This is an optimization exercise on Yosys and OpenROAD, whose aim is a short achievable clock period and few clock cycles per item, not a production implementation.
In this exercise RTL edits were held to simulation tests only and were not proved equivalent to the original.
Power is estimated from default activity; no workload was simulated.

==> design/flow/design.v <==
`timescale 1ns / 1ps
`default_nettype none
package lrt_pkg;
  localparam int unsigned KIND_W = 2;
  localparam int unsigned KEY_W  = 32;
  localparam int unsigned SLOT_W = 4;
  localparam logic [KIND_W-1:0] KIND_INSERT = 2'd0;
  localparam logic [KIND_W-1:0] KIND_FIND   = 2'd1;
  localparam logic [KIND_W-1:0] KIND_REMOVE = 2'd2;
  typedef enum logic [1:0] {
    OP_HOLD  = 2'd0,
    OP_LEFT  = 2'd1,
    OP_RIGHT = 2'd2,
    OP_LOAD  = 2'd3
  } cell_op_e;
  typedef struct packed {
    cell_op_e op;
    logic     used;
  } cell_ctrl_t;
endpackage
`default_nettype wire
`timescale 1ns / 1ps
`default_nettype none
module lrt_cell #(
  parameter int unsigned INDEX = 0,
  parameter int unsigned IW    = 4,
  parameter int unsigned KW    = 32
) (
  input  wire logic               clk_i,
  input  wire logic               rst_ni,
  input  wire lrt_pkg::cell_ctrl_t ctrl_i,
  input  wire logic [KW-1:0]      cmp_key_i,
  input  wire logic [IW-1:0]      left_slot_i,
  input  wire logic [KW-1:0]      left_key_i,
  input  wire logic [IW-1:0]      right_slot_i,
  input  wire logic [KW-1:0]      right_key_i,
  input  wire logic [IW-1:0]      moved_slot_i,
  input  wire logic [KW-1:0]      moved_key_i,
  output logic [IW-1:0]           slot_o,
  output logic [KW-1:0]           key_o,
  output logic                    match_o
);
  logic [IW-1:0] slot_q, slot_d;
  logic [KW-1:0] key_q, key_d;
  always_comb begin
    slot_d = slot_q;
    key_d  = key_q;
    case (ctrl_i.op)
      lrt_pkg::OP_LEFT: begin
        slot_d = left_slot_i;
        key_d  = left_key_i;
      end
      lrt_pkg::OP_RIGHT: begin
        slot_d = right_slot_i;
        key_d  = right_key_i;
      end
      lrt_pkg::OP_LOAD: begin
        slot_d = moved_slot_i;
        key_d  = moved_key_i;
      end
      default: begin
        slot_d = slot_q;
        key_d  = key_q;
      end
    endcase
  end
  always_ff @(posedge clk_i or negedge rst_ni) begin
    if (!rst_ni) begin
      slot_q <= IW'(INDEX);
    end else begin
      slot_q <= slot_d;
    end
  end
  always_ff @(posedge clk_i) begin
    key_q <= key_d;
  end
  assign slot_o  = slot_q;
  assign key_o   = key_q;
  assign match_o = ctrl_i.used && (key_q == cmp_key_i);
endmodule
`default_nettype wire
`timescale 1ns / 1ps
`default_nettype none
module lru_recency_table_unit #(
  parameter int unsigned ENTRIES  = 16,
  parameter int unsigned KEY_BITS = 32
) (
  input  wire logic                       clk_i,
  input  wire logic                       rst_ni,
  input  wire logic                       in_valid_i,
  output logic                            in_ready_o,
  input  wire logic [lrt_pkg::KIND_W-1:0] kind_i,
  input  wire logic [lrt_pkg::KEY_W-1:0]  key_i,
  output logic                            out_valid_o,
  input  wire logic                       out_ready_i,
  output logic                            hit_o,
  output logic [lrt_pkg::SLOT_W-1:0]      slot_o,
  output logic                            released_o,
  output logic [lrt_pkg::KEY_W-1:0]       released_key_o
);
  localparam int unsigned IW = $clog2(ENTRIES);
  localparam int unsigned CW = $clog2(ENTRIES + 1);
  localparam int unsigned KW = (KEY_BITS < lrt_pkg::KEY_W) ? KEY_BITS : lrt_pkg::KEY_W;
  localparam logic ST_IDLE = 1'b0;
  localparam logic ST_MOVE = 1'b1;
  logic state_q, state_d;
  logic [CW-1:0] used_count_q, used_count_d;
  logic [lrt_pkg::KIND_W-1:0]  kind_q;
  logic [KW-1:0]      key_q;
  logic [ENTRIES-1:0] match_q;
  logic               out_valid_q;
  logic               out_hit_q;
  logic [lrt_pkg::SLOT_W-1:0]  out_slot_q;
  logic               out_rel_q;
  logic [lrt_pkg::KEY_W-1:0]   out_rkey_q;
  logic [KW-1:0]      cmp_key;
  logic               in_xfer;
  logic               move_go;
  logic [IW-1:0]      cell_slot [ENTRIES];
  logic [KW-1:0]      cell_key  [ENTRIES];
  logic [ENTRIES-1:0] cell_match;
  logic [ENTRIES-1:0] tgt_oh;
  logic               hit_w;
  logic               full_w;
  logic [IW-1:0]      pos_bin;
  logic [IW-1:0]      tgt;
  logic [CW-1:0]      cnt_m1;
  logic [IW-1:0]      last_pos;
  logic [IW-1:0]      sel_slot;
  logic [KW-1:0]      sel_key;
  logic               move_front;
  logic               move_back;
  logic [KW-1:0]      moved_key;
  logic               res_hit;
  logic [lrt_pkg::SLOT_W-1:0]  res_slot;
  logic               res_rel;
  logic [lrt_pkg::KEY_W-1:0]   res_rkey;
  logic [IW+lrt_pkg::SLOT_W-1:0] slot_ext;
  logic [KW+lrt_pkg::KEY_W-1:0]  sel_key_ext;
  logic [KW+lrt_pkg::KEY_W-1:0]  req_key_ext;
  assign in_ready_o = (state_q == ST_IDLE);
  assign in_xfer    = in_valid_i && in_ready_o;
  assign cmp_key    = key_i[KW-1:0];
  assign move_go    = (state_q == ST_MOVE) && (!out_valid_q || out_ready_i);
  always_comb begin
    pos_bin = '0;
    for (int p = 0; p < ENTRIES; p++) begin
      pos_bin = pos_bin | (IW'(p) & {IW{match_q[p]}});
    end
  end
  assign hit_w    = |match_q;
  assign full_w   = (used_count_q == CW'(ENTRIES));
  assign cnt_m1   = used_count_q - CW'(1);
  assign last_pos = cnt_m1[IW-1:0];
  always_comb begin
    tgt = pos_bin;
    if ((kind_q == lrt_pkg::KIND_INSERT) && !hit_w) begin
      if (full_w) begin
        tgt = IW'(ENTRIES - 1);
      end else begin
        tgt = used_count_q[IW-1:0];
      end
    end
  end
  always_comb begin
    sel_slot = '0;
    sel_key  = '0;
    for (int p = 0; p < ENTRIES; p++) begin
      sel_slot = sel_slot | (cell_slot[p] & {IW{tgt_oh[p]}});
      sel_key  = sel_key  | (cell_key[p]  & {KW{tgt_oh[p]}});
    end
  end
  assign slot_ext    = {{lrt_pkg::SLOT_W{1'b0}}, sel_slot};
  assign sel_key_ext = {{lrt_pkg::KEY_W{1'b0}}, sel_key};
  assign req_key_ext = {{lrt_pkg::KEY_W{1'b0}}, key_q};
  always_comb begin
    move_front   = 1'b0;
    move_back    = 1'b0;
    moved_key    = sel_key;
    used_count_d = used_count_q;
    res_hit      = 1'b0;
    res_slot     = '0;
    res_rel      = 1'b0;
    res_rkey     = '0;
    if (move_go) begin
      case (kind_q)
        lrt_pkg::KIND_INSERT: begin
          move_front = 1'b1;
          moved_key  = key_q;
          res_hit    = hit_w;
          res_slot   = slot_ext[lrt_pkg::SLOT_W-1:0];
          if (!hit_w) begin
            if (full_w) begin
              res_rel  = 1'b1;
              res_rkey = sel_key_ext[lrt_pkg::KEY_W-1:0];
            end else begin
              used_count_d = used_count_q + CW'(1);
            end
          end
        end
        lrt_pkg::KIND_FIND: begin
          if (hit_w) begin
            move_front = 1'b1;
            res_hit    = 1'b1;
            res_slot   = slot_ext[lrt_pkg::SLOT_W-1:0];
          end
        end
        lrt_pkg::KIND_REMOVE: begin
          if (hit_w) begin
            move_back    = 1'b1;
            res_hit      = 1'b1;
            res_slot     = slot_ext[lrt_pkg::SLOT_W-1:0];
            res_rel      = 1'b1;
            res_rkey     = req_key_ext[lrt_pkg::KEY_W-1:0];
            used_count_d = cnt_m1;
          end
        end
        default: begin
          move_front = 1'b0;
        end
      endcase
    end
  end
  for (genvar p = 0; p < ENTRIES; p++) begin : g_cell
    localparam logic [IW-1:0] PIDX = IW'(p);
    lrt_pkg::cell_ctrl_t    ctrl;
    logic [IW-1:0] left_slot;
    logic [KW-1:0] left_key;
    logic [IW-1:0] right_slot;
    logic [KW-1:0] right_key;
    assign tgt_oh[p] = (tgt == PIDX);
    always_comb begin
      ctrl.used = (CW'(p) < used_count_q);
      ctrl.op   = lrt_pkg::OP_HOLD;
      if (move_front) begin
        if (p == 0) begin
          ctrl.op = lrt_pkg::OP_LOAD;
        end else if (PIDX <= tgt) begin
          ctrl.op = lrt_pkg::OP_LEFT;
        end
      end else if (move_back) begin
        if (PIDX == last_pos) begin
          ctrl.op = lrt_pkg::OP_LOAD;
        end else if ((PIDX >= tgt) && (PIDX < last_pos)) begin
          ctrl.op = lrt_pkg::OP_RIGHT;
        end
      end
    end
    if (p == 0) begin : g_first
      assign left_slot = cell_slot[p];
      assign left_key  = cell_key[p];
    end else begin : g_left
      assign left_slot = cell_slot[p-1];
      assign left_key  = cell_key[p-1];
    end
    if (p == ENTRIES - 1) begin : g_last
      assign right_slot = cell_slot[p];
      assign right_key  = cell_key[p];
    end else begin : g_right
      assign right_slot = cell_slot[p+1];
      assign right_key  = cell_key[p+1];
    end
    lrt_cell #(
      .INDEX (p),
      .IW    (IW),
      .KW    (KW)
    ) u_cell (
      .clk_i        (clk_i),
      .rst_ni       (rst_ni),
      .ctrl_i       (ctrl),
      .cmp_key_i    (cmp_key),
      .left_slot_i  (left_slot),
      .left_key_i   (left_key),
      .right_slot_i (right_slot),
      .right_key_i  (right_key),
      .moved_slot_i (sel_slot),
      .moved_key_i  (moved_key),
      .slot_o       (cell_slot[p]),
      .key_o        (cell_key[p]),
      .match_o      (cell_match[p])
    );
  end
  always_comb begin
    state_d = state_q;
    case (state_q)
      ST_IDLE: begin
        if (in_xfer) begin
          state_d = ST_MOVE;
        end
      end
      ST_MOVE: begin
        if (move_go) begin
          state_d = ST_IDLE;
        end
      end
      default: begin
        state_d = ST_IDLE;
      end
    endcase
  end
  always_ff @(posedge clk_i or negedge rst_ni) begin
    if (!rst_ni) begin
      state_q      <= ST_IDLE;
      used_count_q <= '0;
      out_valid_q  <= 1'b0;
    end else begin
      state_q      <= state_d;
      used_count_q <= used_count_d;
      if (move_go) begin
        out_valid_q <= 1'b1;
      end else if (out_ready_i) begin
        out_valid_q <= 1'b0;
      end
    end
  end
  always_ff @(posedge clk_i) begin
    if (in_xfer) begin
      kind_q  <= kind_i;
      key_q   <= cmp_key;
      match_q <= cell_match;
    end
    if (move_go) begin
      out_hit_q  <= res_hit;
      out_slot_q <= res_slot;
      out_rel_q  <= res_rel;
      out_rkey_q <= res_rkey;
    end
  end
  assign out_valid_o    = out_valid_q;
  assign hit_o          = out_hit_q;
  assign slot_o         = out_slot_q;
  assign released_o     = out_rel_q;
  assign released_key_o = out_rkey_q;
endmodule
`default_nettype wire
==> design/flow/run.sh <==
#!/bin/bash
# synth_recipe.tcl (not shown) runs the flow's synth.tcl, then flattens the netlist and writes it again
# the make line also repeats each setting of config.mk as NAME=value (left out here)
make -C /OpenROAD-flow-scripts/flow DESIGN_CONFIG=/design/flow/config.mk WORK_HOME=/design/flow/orfs CLKGATE_MAP_FILE= SYNTH_SCRIPT=/design/flow/synth_recipe.tcl finish
==> design/flow/config.mk <==
export PLATFORM = sky130hd
export DESIGN_NAME = lru_recency_table_unit
export DESIGN_NICKNAME = lru_recency_table_unit
export VERILOG_FILES = /design/flow/design.v
export SDC_FILE = /design/flow/constraint.sdc
export NUM_CORES = 4
export LEC_CHECK = 0
export CAP_MARGIN = 20
export CORE_MARGIN = 2
export CORE_UTILIZATION = 40
export SLEW_MARGIN = 20
==> design/flow/constraint.sdc <==
create_clock -name core_clock -period 6.5 [get_ports {clk_i}]
set_input_delay 1.3000 -clock core_clock [delete_from_list [all_inputs] [get_ports {clk_i}]]
set_output_delay 1.3000 -clock core_clock [all_outputs]
set_load 0.01 [all_outputs]
==> impl_metrics.env <==
export IMPL_drive_gt1_frac=0.1398
export IMPL_hold_viol=0
export IMPL_tritoncts="done"
export IMPL_fin_setup_tns_ns=0
export IMPL_hpwl_um=200700
export IMPL_final_cells=5828
export IMPL_rsz0062_at_grt="no"
export IMPL_path_delay_family="simple AND/OR/NAND/NOR gates"
export IMPL_first_global_vias=37770
export IMPL_grt_pass1_wl_um=345900
export IMPL_wire_per_inst_um=45.03
export IMPL_required_ns=6.92
export IMPL_netlist_area_mm2=0.04269
export IMPL_finalWorstSetupSlack_ns=0.8702
export IMPL_multi_input_area_mm2=0.02154
export IMPL_grt_max_degree=73
export IMPL_die_w_um=330.7
export IMPL_powerDensity_mw_per_mm2=306.0
export IMPL_gp_congestion=1.093
export IMPL_worst_pin_slew_ns=1.369
export IMPL_cp_common_cell="buf_4"
export IMPL_drv_slew=0
export IMPL_ys_warn_count=19
export IMPL_setup_viol=0
export IMPL_worstSetupStartpointType="register"
export IMPL_grt_usage=0.4705
export IMPL_min_path_type="reg -> reg"
export IMPL_post_synth_num_cell_types=90
export IMPL_clk_pin_slew_ns=0.06
export IMPL_ant_nets=0
export IMPL_cp_slowest_cell="mux2_2"
export IMPL_design_area_mm2=0.04876
export IMPL_mappedNetlistNets=4368
export IMPL_cp_end_kind="register"
export IMPL_fillCellCount=10040
export IMPL_cts_root_buffer="clkbuf_16"
export IMPL_clk_latency_ns=0.71
export IMPL_power_mw=14.92
export IMPL_path_cells="inv_1 > ha_1 > nor4bb_2 > buf_4 > nand3b_1 > mux2_2 > nor3_2 > buf_4 > a22oi_1 > o211ai_1 > nor4_1 > buf_4 > and2_1 > o22ai_1"
export IMPL_viasPerCell=7.208
export IMPL_status="complete, no violations"
export IMPL_drtPass1Iterations=10
export IMPL_critPathMaxFanout=16
export IMPL_placed_cells=5664
export IMPL_place_ws_ns=1.275
export IMPL_num_rows=119
export IMPL_nets=4406
export IMPL_clock_skew_ns=0.02473
export IMPL_final_cell_mix="600 x edfxtp_1, 506 x nand2_1, 434 x o21ai_0"
export IMPL_ys_async_sr_fraction=0.1058
export IMPL_core_mm2=0.1056
export IMPL_die_area_mm2=0.1093
export IMPL_cts_buffers=84
export IMPL_ios=78
export IMPL_leakagePower_nw=17.46
export IMPL_cts_htree_levels=3
export IMPL_seq_area_mm2=0.01983
export IMPL_maxCapViolCount=0
export IMPL_via_count=42010
export IMPL_totalWireLength_um=262500
export IMPL_crit_type="reg -> reg"
export IMPL_crit_arrival_ns=6.05
export IMPL_place_area_mm2=0.04597
export IMPL_clock_sinks=671
export IMPL_cts_resized=0
export IMPL_antenna_found_initial=6
export IMPL_slew_headroom=0.07955
export IMPL_cts_setup_buffers=0
export IMPL_syn_inst=4321
export IMPL_die_h_um=330.7
export IMPL_synth_ff_type="edfxtp_1"
export IMPL_layout_min_cycle_time_ns=5.630
export IMPL_ys_seq_area_frac=0.4646
export IMPL_synth_edf_count=600
export IMPL_irDropWorstVdd_uv=201.2
export IMPL_initial_utilization=0.4044
export IMPL_cts_buffer_depth=3
export IMPL_clock_fmax_mhz=177.6
export IMPL_avgSynthCellArea_um2=9.879
export IMPL_finalCritPeriodShare=0.8661
export IMPL_grt_overflow_total=0
export IMPL_drc=0
export IMPL_first_iter_violations=8095
export IMPL_cpPeakStageDelay_ns=0.83
export IMPL_cts_hold_buf=0
export IMPL_yosys_register_bits=671
export IMPL_layout_commonest_cell="edfxtp_1"
export IMPL_io_buffers=77
export IMPL_syn_to_final_growth_pct=14.23
export IMPL_cp_buffers_inverters=4
-- synthesized netlist by cell type (39+ instances only) --
library cell	number	share of area
a21oi_1	185	0.022
a22oi_1	331	0.058
and3_1	61	0.0089
buf_2	102	0.012
clkbuf_1	230	0.020
dfrtp_1	39	0.023
edfxtp_1	600	0.42
mux2_2	87	0.023
mux2i_1	77	0.018
nand2_1	515	0.045
nand3_1	120	0.014
nand4_1	94	0.014
nor2_1	152	0.013
nor4_1	83	0.012
o211ai_1	47	0.0083
o21ai_0	438	0.051
o21ai_1	110	0.013
o22ai_1	65	0.0095
xnor2_1	272	0.056
xor2_1	249	0.051
-- sequential cells by signal, indices dropped and copies added (netlist names) --
signal / flops
state_q: 1
out_hit_q: 1
out_slot_q: 4
out_rkey_q: 32
used_count_q: 5
key_q: 32
out_rel_q: 1
out_valid_q: 1
g_cell.u_cell.slot_q: 64
kind_q: 2
g_cell.u_cell.key_q: 512
match_q: 16
-- layer usage --
| metal | up-vias | track usage | wire length [µm] | share of wire |
|---|---|---|---|---|
| li1 | 16440 | - | - | - |
| met1 | 20910 | 0.6590 | 104100 | 0.40 |
| met2 | 4006 | 0.6117 | 99690 | 0.38 |
| met3 | 653 | 0.1779 | 40460 | 0.15 |
| met4 | 2 | 0.2686 | 18200 | 0.069 |
| met5 | - | 0 | 13 | 0.000050 |
-- layout make-up --
| class | count | share of cell area |
|---|---|---|
| tap | 1391 | 0.03569 |
| sequential | 671 | 0.4068 |
| multi-input combinational | 3254 | 0.4418 |
| clock inverter | 55 | 0.01193 |
| inverter | 13 | 0.001001 |
| timing repair buffer | 335 | 0.05758 |
| clock buffer | 101 | 0.04485 |
| antenna | 8 | 0.0004106 |
-- power by group --
group / switching [mW] / leakage, nW / internal, mW
Combinational: 2.42 / 9.78 / 1.07
Sequential: 1.04 / 6.32 / 5.47
Clock: 2.12 / 1.37 / 2.81
-- per-stage QoR --
| stage | hold slack (ns) | utilization |
|---|---|---|
| CTS | 0.5233 | 0.4617 |
| detailed placement | 0.5148 | 0.4355 |
| floorplan | 0.4776 | - |
| global placement | 0.4940 | 0.4347 |
| global route | 0.5640 | 0.4618 |
| finish | 0.5128 | 0.4619 |
-- tightest hold or removal path: cells and delay by family, from the launching register on --
family	cells	cell delay [ns]
compound gates	1	0.08
simple gates	1	0.05
flops	1	0.38
-- cells by family (layout without fill, tap and decap cells) --
logic type,Yosys count,count (layout),synth area share
flip-flops,671,671,0.4646
other,0,8,0
adder cells (fa/ha/maj),9,9,0.002638
buffers and inverters,396,504,0.04177
multiplexers,169,169,0.04232
XOR/XNOR,521,521,0.1069
AO/OA/AOI/OAI,1414,1414,0.2111
AND/OR/NAND/NOR,1141,1141,0.1306
-- final timing paths --
| check | endpoint | slack (ns) | depth (start not counted) | from |
|---|---|---|---|---|
| max in group asynchronous | g_cell[2].u_cell.slot_q[2] | 5.09 | 1 | rst_ni |
| worst max-delay path | g_cell[8].u_cell.key_q[11] | 0.87 | 14 | used_count_q[1] |
| worst max register to register | g_cell[8].u_cell.key_q[11] | 0.87 | 14 | used_count_q[1] |
| worst min-delay path | g_cell[13].u_cell.slot_q[2] | 0.51 | 2 | g_cell[14].u_cell.slot_q[2] |
| min in group asynchronous | g_cell[10].u_cell.slot_q[0] | 0.75 | 1 | rst_ni |
| worst min register to register | g_cell[13].u_cell.slot_q[2] | 0.51 | 2 | g_cell[14].u_cell.slot_q[2] |
Testbench counts, summed over its fixed seeds: cycles 24,016, items 12,000.

==> what the ideal ports hide <==
Ports are ideal in the flow. The routed layout listed here was re-timed in OpenROAD.
Step 1 (the two cells are an assumption about what drives the block):
set clk [get_ports {clk_i}]
set_driving_cell -lib_cell sky130_fd_sc_hd__clkbuf_16 $clk
set_driving_cell -lib_cell sky130_fd_sc_hd__buf_2 [delete_from_list [all_inputs] $clk]
Step 2 times the ports against the registers' clock, not the clock port: input delays grow and output delays shrink by t, the midpoint of the rising clock arrivals with the driver on.
a / b / c = no drivers / after step 1 / after step 2; a / b = the first two.
shift t [ns]: 0.778
slack for setup (ns): 0.870 / 0.870 / 0.870
worst setup path at the end: register to register
latest minus earliest clock arrival (ns): 0.028 / 0.028
slew at the worst register clock pin (ns): 0.07 / 0.07
After both steps this run still meets setup and hold. For this run, drivers alone change the setup slack by 0.000 ns; drivers and shift together by 0.000 ns.
